This design comes from an exercise in tuning for small area, a short achievable clock period and few clock cycles on the open sky130 flow, not from production work. In this exercise RTL edits were held to simulation tests only and were not proved equivalent to the original.

**run.sh**
```bash
#!/bin/bash
# synth_recipe.tcl (not shown) runs the flow's synth.tcl, then flattens the netlist and writes it again
# the make line also repeats each setting of config.mk as NAME=value (left out here)
make -C /OpenROAD-flow-scripts/flow DESIGN_CONFIG=/design/flow/config.mk WORK_HOME=/design/flow/orfs CLKGATE_MAP_FILE= SYNTH_SCRIPT=/design/flow/synth_recipe.tcl finish
```
**config.mk**
```make
export PLATFORM = sky130hd
export DESIGN_NAME = sorted_table_insert_remove
export DESIGN_NICKNAME = sorted_table_insert_remove
export VERILOG_FILES = /design/flow/design.v
export SDC_FILE = /design/flow/constraint.sdc
export NUM_CORES = 4
export LEC_CHECK = 0
export CAP_MARGIN = 20
export CORE_MARGIN = 2
export CORE_UTILIZATION = 35
export PLACE_DENSITY = 0.45
export SLEW_MARGIN = 20
```
**constraint.sdc**
```tcl
create_clock -name core_clock -period 8.0 [get_ports {clk}]
set_input_delay 1.6000 -clock core_clock [delete_from_list [all_inputs] [get_ports {clk}]]
set_output_delay 1.6000 -clock core_clock [all_outputs]
set_load 0.01 [all_outputs]
```
**design.v**
```verilog
`default_nettype none
package sti_pkg;
    localparam int TABLE_DEPTH = 64;
    localparam int VALUE_WIDTH = 32;
    localparam int ADDR_WIDTH  = $clog2(TABLE_DEPTH);
    localparam int CNT_WIDTH   = $clog2(TABLE_DEPTH + 1);
    localparam logic [1:0] REQ_INSERT = 2'd0;
    localparam logic [1:0] REQ_REMOVE = 2'd1;
    localparam logic [1:0] REQ_DUMP   = 2'd2;
    localparam logic [1:0] ST_OK     = 2'd0;
    localparam logic [1:0] ST_FULL   = 2'd1;
    localparam logic [1:0] ST_BADIDX = 2'd2;
    localparam logic [1:0] ST_EMPTY  = 2'd3;
    typedef struct packed {
        logic [1:0]               req_type;
        logic signed [VALUE_WIDTH-1:0] value;
        logic [ADDR_WIDTH-1:0]    index;
    } req_t;
    typedef struct packed {
        logic signed [VALUE_WIDTH-1:0] data;
        logic [1:0]               status;
        logic                     last;
        logic [CNT_WIDTH-1:0]     count;
    } rsp_t;
endpackage
`default_nettype wire
`default_nettype none
module sti_store
(
    input  wire logic                   clk,
    input  wire logic                   we,
    input  wire logic [sti_pkg::ADDR_WIDTH-1:0]  waddr,
    input  wire logic [sti_pkg::VALUE_WIDTH-1:0] wdata,
    input  wire logic [sti_pkg::ADDR_WIDTH-1:0]  raddr,
    output logic      [sti_pkg::VALUE_WIDTH-1:0] rdata
);
    logic [sti_pkg::VALUE_WIDTH-1:0] mem [sti_pkg::TABLE_DEPTH];
    logic [sti_pkg::VALUE_WIDTH-1:0] rdata_reg;
    always_ff @(posedge clk)
    begin
        if (we)
        begin
            mem[waddr] <= wdata;
        end
        rdata_reg <= mem[raddr];
    end
    assign rdata = rdata_reg;
endmodule
`default_nettype wire
`default_nettype none
module sorted_table_insert_remove
(
    input  wire logic                   clk,
    input  wire logic                   rst_n,
    input  wire logic                   req_valid,
    output logic                        req_ready,
    input  wire logic [1:0]             req_type,
    input  wire logic [sti_pkg::VALUE_WIDTH-1:0] req_value,
    input  wire logic [sti_pkg::ADDR_WIDTH-1:0]  req_index,
    output logic                        rsp_valid,
    input  wire logic                   rsp_ready,
    output logic [sti_pkg::VALUE_WIDTH-1:0]      rsp_data,
    output logic [1:0]                  rsp_status,
    output logic                        rsp_last,
    output logic [sti_pkg::CNT_WIDTH-1:0]        rsp_count
);
    sti_pkg::req_t req;
    sti_pkg::rsp_t rsp;
    assign req.req_type = req_type;
    assign req.value    = req_value;
    assign req.index    = req_index;
    typedef enum logic [3:0] {
        S_IDLE,
        S_INS_RD,
        S_INS_CMP,
        S_INS_PUT,
        S_RM_RD,
        S_RM_TAKE,
        S_RM_MOVE,
        S_RM_DONE,
        S_DMP_RD,
        S_DMP_WAIT,
        S_EMIT
    } state_t;
    state_t                 state_reg, state_next;
    logic [sti_pkg::CNT_WIDTH-1:0]   cnt_reg, cnt_next;
    logic [sti_pkg::CNT_WIDTH-1:0]   ptr_reg, ptr_next;
    logic [sti_pkg::VALUE_WIDTH-1:0] val_reg, val_next;
    logic [sti_pkg::VALUE_WIDTH-1:0] res_data_reg, res_data_next;
    logic [1:0]             res_status_reg, res_status_next;
    logic                   res_last_reg, res_last_next;
    logic                   dump_more_reg, dump_more_next;
    logic                   out_valid_reg, out_valid_next;
    sti_pkg::rsp_t                   out_reg, out_next;
    logic                   mem_we;
    logic [sti_pkg::ADDR_WIDTH-1:0]  mem_waddr;
    logic [sti_pkg::VALUE_WIDTH-1:0] mem_wdata;
    logic [sti_pkg::ADDR_WIDTH-1:0]  mem_raddr;
    logic [sti_pkg::VALUE_WIDTH-1:0] mem_rdata;
    logic [sti_pkg::CNT_WIDTH-1:0]   ptr_m1, ptr_m2, ptr_p1, ptr_p2;
    logic                   greater;
    logic                   req_fire;
    sti_store u_store (
        .clk   (clk),
        .we    (mem_we),
        .waddr (mem_waddr),
        .wdata (mem_wdata),
        .raddr (mem_raddr),
        .rdata (mem_rdata)
    );
    assign ptr_m1   = ptr_reg - sti_pkg::CNT_WIDTH'(1);
    assign ptr_m2   = ptr_reg - sti_pkg::CNT_WIDTH'(2);
    assign ptr_p1   = ptr_reg + sti_pkg::CNT_WIDTH'(1);
    assign ptr_p2   = ptr_reg + sti_pkg::CNT_WIDTH'(2);
    assign greater  = $signed(mem_rdata) > $signed(val_reg);
    assign req_fire = req_valid && req_ready;
    always_comb
    begin
        state_next      = state_reg;
        cnt_next        = cnt_reg;
        ptr_next        = ptr_reg;
        val_next        = val_reg;
        res_data_next   = res_data_reg;
        res_status_next = res_status_reg;
        res_last_next   = res_last_reg;
        dump_more_next  = dump_more_reg;
        out_valid_next  = out_valid_reg;
        out_next        = out_reg;
        mem_we          = 1'b0;
        mem_waddr       = ptr_reg[sti_pkg::ADDR_WIDTH-1:0];
        mem_wdata       = mem_rdata;
        mem_raddr       = ptr_reg[sti_pkg::ADDR_WIDTH-1:0];
        if (out_valid_reg && rsp_ready)
        begin
            out_valid_next = 1'b0;
        end
        unique case (state_reg)
            S_IDLE:
            begin
                if (req_valid)
                begin
                    res_data_next   = '0;
                    res_status_next = sti_pkg::ST_OK;
                    res_last_next   = 1'b1;
                    dump_more_next  = 1'b0;
                    unique case (req.req_type)
                        sti_pkg::REQ_INSERT:
                        begin
                            val_next = req.value;
                            ptr_next = cnt_reg;
                            if (cnt_reg == sti_pkg::CNT_WIDTH'(sti_pkg::TABLE_DEPTH))
                            begin
                                res_status_next = sti_pkg::ST_FULL;
                                state_next      = S_EMIT;
                            end
                            else if (cnt_reg == '0)
                            begin
                                state_next = S_INS_PUT;
                            end
                            else
                            begin
                                state_next = S_INS_RD;
                            end
                        end
                        sti_pkg::REQ_REMOVE:
                        begin
                            ptr_next = sti_pkg::CNT_WIDTH'(req.index);
                            if (sti_pkg::CNT_WIDTH'(req.index) >= cnt_reg)
                            begin
                                res_status_next = sti_pkg::ST_BADIDX;
                                state_next      = S_EMIT;
                            end
                            else
                            begin
                                state_next = S_RM_RD;
                            end
                        end
                        sti_pkg::REQ_DUMP:
                        begin
                            ptr_next = '0;
                            if (cnt_reg == '0)
                            begin
                                res_status_next = sti_pkg::ST_EMPTY;
                                state_next      = S_EMIT;
                            end
                            else
                            begin
                                state_next = S_DMP_RD;
                            end
                        end
                        default:
                        begin
                            state_next = S_IDLE;
                        end
                    endcase
                end
            end
            S_INS_RD:
            begin
                mem_raddr  = ptr_m1[sti_pkg::ADDR_WIDTH-1:0];
                state_next = S_INS_CMP;
            end
            S_INS_CMP:
            begin
                if (greater)
                begin
                    mem_we    = 1'b1;
                    mem_waddr = ptr_reg[sti_pkg::ADDR_WIDTH-1:0];
                    mem_wdata = mem_rdata;
                    ptr_next  = ptr_m1;
                    mem_raddr = ptr_m2[sti_pkg::ADDR_WIDTH-1:0];
                    if (ptr_m1 == '0)
                    begin
                        state_next = S_INS_PUT;
                    end
                end
                else
                begin
                    state_next = S_INS_PUT;
                end
            end
            S_INS_PUT:
            begin
                mem_we     = 1'b1;
                mem_waddr  = ptr_reg[sti_pkg::ADDR_WIDTH-1:0];
                mem_wdata  = val_reg;
                cnt_next   = cnt_reg + sti_pkg::CNT_WIDTH'(1);
                state_next = S_EMIT;
            end
            S_RM_RD:
            begin
                mem_raddr  = ptr_reg[sti_pkg::ADDR_WIDTH-1:0];
                state_next = S_RM_TAKE;
            end
            S_RM_TAKE:
            begin
                res_data_next = mem_rdata;
                mem_raddr     = ptr_p1[sti_pkg::ADDR_WIDTH-1:0];
                if (ptr_p1 < cnt_reg)
                begin
                    state_next = S_RM_MOVE;
                end
                else
                begin
                    state_next = S_RM_DONE;
                end
            end
            S_RM_MOVE:
            begin
                mem_we    = 1'b1;
                mem_waddr = ptr_reg[sti_pkg::ADDR_WIDTH-1:0];
                mem_wdata = mem_rdata;
                ptr_next  = ptr_p1;
                mem_raddr = ptr_p2[sti_pkg::ADDR_WIDTH-1:0];
                if (ptr_p2 >= cnt_reg)
                begin
                    state_next = S_RM_DONE;
                end
            end
            S_RM_DONE:
            begin
                cnt_next   = cnt_reg - sti_pkg::CNT_WIDTH'(1);
                state_next = S_EMIT;
            end
            S_DMP_RD:
            begin
                mem_raddr  = ptr_reg[sti_pkg::ADDR_WIDTH-1:0];
                state_next = S_DMP_WAIT;
            end
            S_DMP_WAIT:
            begin
                res_data_next   = mem_rdata;
                res_status_next = sti_pkg::ST_OK;
                res_last_next   = (ptr_p1 == cnt_reg);
                dump_more_next  = (ptr_p1 != cnt_reg);
                ptr_next        = ptr_p1;
                state_next      = S_EMIT;
            end
            S_EMIT:
            begin
                if (!out_valid_reg || rsp_ready)
                begin
                    out_valid_next = 1'b1;
                    out_next.data   = res_data_reg;
                    out_next.status = res_status_reg;
                    out_next.last   = res_last_reg;
                    out_next.count  = cnt_reg;
                    state_next      = dump_more_reg ? S_DMP_RD : S_IDLE;
                end
            end
            default:
            begin
                state_next = S_IDLE;
            end
        endcase
    end
    always_ff @(posedge clk or negedge rst_n)
    begin
        if (!rst_n)
        begin
            state_reg      <= S_IDLE;
            cnt_reg        <= '0;
            ptr_reg        <= '0;
            val_reg        <= '0;
            res_data_reg   <= '0;
            res_status_reg <= sti_pkg::ST_OK;
            res_last_reg   <= 1'b0;
            dump_more_reg  <= 1'b0;
            out_valid_reg  <= 1'b0;
            out_reg        <= '0;
        end
        else
        begin
            state_reg      <= state_next;
            cnt_reg        <= cnt_next;
            ptr_reg        <= ptr_next;
            val_reg        <= val_next;
            res_data_reg   <= res_data_next;
            res_status_reg <= res_status_next;
            res_last_reg   <= res_last_next;
            dump_more_reg  <= dump_more_next;
            out_valid_reg  <= out_valid_next;
            out_reg        <= out_next;
        end
    end
    assign req_ready = (state_reg == S_IDLE);
    assign rsp_valid = out_valid_reg;
    assign rsp       = out_reg;
    assign rsp_data   = rsp.data;
    assign rsp_status = rsp.status;
    assign rsp_last   = rsp.last;
    assign rsp_count  = rsp.count;
endmodule
`default_nettype wire
```
==> qor.csv <==
metric;value;unit
CP Max Fanout;46;
Resized cells post-CTS;0;
initial antenna violation count;8;
post-synthesis adder-cell area fraction;1.03;%
Hold Worst Slack;0.478;ns
starting density of the core;35.2;%
post-DR vias/cell;5.51;
fraction of layout cells with a size suffix above 1;27.9;%
unrepaired setup endpoints after global routing;no;
most frequent cells in the layout;2,048 x edfxtp_1, 511 x mux4_2, 233 x clkbuf_16;
GP Congestion;0.803;
Clock Path Buffers;3;
Avg Cell Area, Syn;21.3;um2
CTS Root Cell;clkbuf_16;
Die X;499;um
critical path endpoint category;register;
drt drc;0;
vias;42500;
die height;499;um
xor/xnor cell area share of the yosys netlist;0.254;%
Final Net Count;4418;
register area share after synthesis;76.2;%
CTS tree;built;
Data arrival, critical path;6.89;ns
setup TNS;0;ns
multiplexer area fraction after synthesis;14.8;%
Die Area;249000;um2
Max-Cap Viols;0;
clock insertion delay at the later pin of the skew report;0.90;ns
simple-gate area share of the yosys netlist;2.47;%
Hold Crit Class;register to register;
commonest non-fill, non-tap cell in the layout;edfxtp_1;
#FFs+latches synth;2209;
Antenna Nets Post-Route;0;
Layout Skew;0.0712;ns
FF-to-FF setup slack;1.85;ns
Syn. warnings;2;
Post-synth top flop;edfxtp_1;
Worst Setup Path Type;register to register;
Peak Freq;163;MHz
final wirelength;255000;um
area of the mapped netlist;85800;um2
Area contributors post-synth;edfxtp_1 72%, mux4_2 13%, dfrtp_1 3.8%;
worst slew margin relative to its limit;16.7;%
post-CTS setup buffers;0;
IO Count;88;
first-pass GRT wire length;355000;um
Netlist cell types;75;
H-Tree Depth;4;
Compound-Gate Fraction of Synth Area;3.81;%
DR WL/cell;33.1;um
core area;243000;um2
initial detailed-routing violation count;4329;
Max Slew Vio Count;0;
final core utilization;41.0;%
clk slew on worst S/H paths;0.06;ns
number of flops mapped to enable cells by yosys;2048;
Setup crit start kind;register;
Area Growth Syn to Fin;16.4;%
drt pass-1 iters;5;
share of the synthesized area in the top cell type;71.7;%
global route overflow;0;
main combinational cell family by area after synthesis;multiplexers;
Fin. Hold Viols;0;
final worst-path cycle share;76.9;%
critical path required time;8.73;ns
largest net degree at the start of global routing;111;
hold_buf cts;0;
syn nets;4144;
final critical-path required period;6.15;ns
Cells after Synth;4030;
status;no timing/DRC/antenna violations;
max FFs per register;2048;
Worst-Margin Slew;1.24;ns
Post-DP HPWL;149000;um
FP Rows;181;
vias in the first global route;43300;
Synth area leader;edfxtp_1;
port bufs;87;
CTS Sinks;2209;
Post-synth ARST share;5.84;%
endpoints failing setup;0;
CTS Buf Count;231;
gr usage total;20.3;%
metal layers:
layer,track usage (%),share of wire [%],vias to the layer above
met1,29.9,46,23500
met5,0,0.0086,-
li1,-,-,17500
met2,31.7,47,1129
met3,2.94,4.6,287
met4,5.37,2.3,4
metrics by stage:
stage          setup slack (ns)  instance area (um2)  instances
3_3_place_gp               1.60                91800       7257
5_1_grt                    1.68                99800       7706
6_report                   1.85                99900       7717
4_1_cts                    1.88                99800       7702
2_1_floorplan              3.38                85800       4030
3_5_place_dp               1.85                92000       7270
worst max-delay path, cell delays in order (launching register included):
cell       delay, ns
dfrtp_1         0.65
inv_1           0.37
ha_1            0.48
xor2_1          0.19
a31oi_1         0.20
o221a_2         0.23
a2111oi_0       0.11
a311oi_4        0.90
buf_12          0.37
buf_12          0.34
buf_4           0.44
mux4_2          0.38
a22o_1          0.24
nor3_1          0.93
nor4_1          0.12
cells in the mapped netlist (all sizes together) (5+ instances only):
master  count
edfxtp   2048
mux2i       9
mux4      511
clkbuf     77
nor2      114
ha         69
inv        52
mux2      101
nor4       32
nor3       73
nand2      63
nand4       6
nand3      16
and3       62
dfrtp     129
xor2       10
a21o       13
a22oi     127
nand3b      5
a21oi      35
o21ai      37
nand2b     11
nor2b      12
o22ai       7
dfxtp      32
xnor2      14
buf       142
a22o      157
o21a        7
worst paths after layout:
| kind | start | end | cells after the start |
|---|---|---|---|
| worst max-delay path | ptr_reg[1]$_DFFE_PN0P_ | u_store.rdata_reg[1]$_DFF_P_ | 14 |
| worst min-delay path | out_reg[4]$_DFFE_PN0P_ | out_reg[4]$_DFFE_PN0P_ | 2 |
| min in group asynchronous | rst_n | res_data_reg[5]$_DFFE_PN0P_ | 1 |
| max in group asynchronous | rst_n | res_data_reg[31]$_DFFE_PN0P_ | 3 |
| worst min register to register | out_reg[4]$_DFFE_PN0P_ | out_reg[4]$_DFFE_PN0P_ | 2 |
| worst max register to register | ptr_reg[1]$_DFFE_PN0P_ | u_store.rdata_reg[1]$_DFF_P_ | 14 |
kinds of logic (layout without fill, tap and decap cells):
family                   after synthesis  count (layout)
flip-flops                          2209            2209
AO/OA/AOI/OAI                        425             425
AND/OR/NAND/NOR                      409             409
buffers and inverters                272             745
multiplexers                         621             621
other                                  0              12
XOR/XNOR                              24              24
adder cells (fa/ha/maj)               70              70
layout make-up:
cell class,instances,area (um2)
multi-input combinational,1549,20000
inverter,53,199
tap,3202,4010
fill,21200,144000
clock inverter,157,1680
timing repair buffer,260,2520
antenna,12,30.0
sequential,2209,65400
clock buffer,275,6080
Testbench counts, summed over its fixed seeds: cycles 130,389.

static timing again, ports no longer ideal:
No port has a modelled driver above. Below, the same layout with a new extraction and two added sets of constraints. Step 1 sets driving cells, clkbuf_16 on the clock port and buf_2 on the other inputs (assumed; they add their load-dependent delay and slew). Step 2 times the ports against the registers' clock, not the clock port: input delays grow and output delays shrink by t, the midpoint of the rising clock arrivals with the driver on. Slacks: ideal ports / drivers / drivers and shift; pairs: ideal ports / drivers.
t (ns): 0.954
setup WS [ns]: 1.847 / 1.847 / 1.847
worst hold slack (ns): 0.478 / 0.478 / 0.478
worst register clock-pin slew, ns: 0.07 / 0.07
After both steps this run still meets setup and hold. For this run, drivers alone change the setup slack by 0.000 ns; drivers and shift together by 0.000 ns.
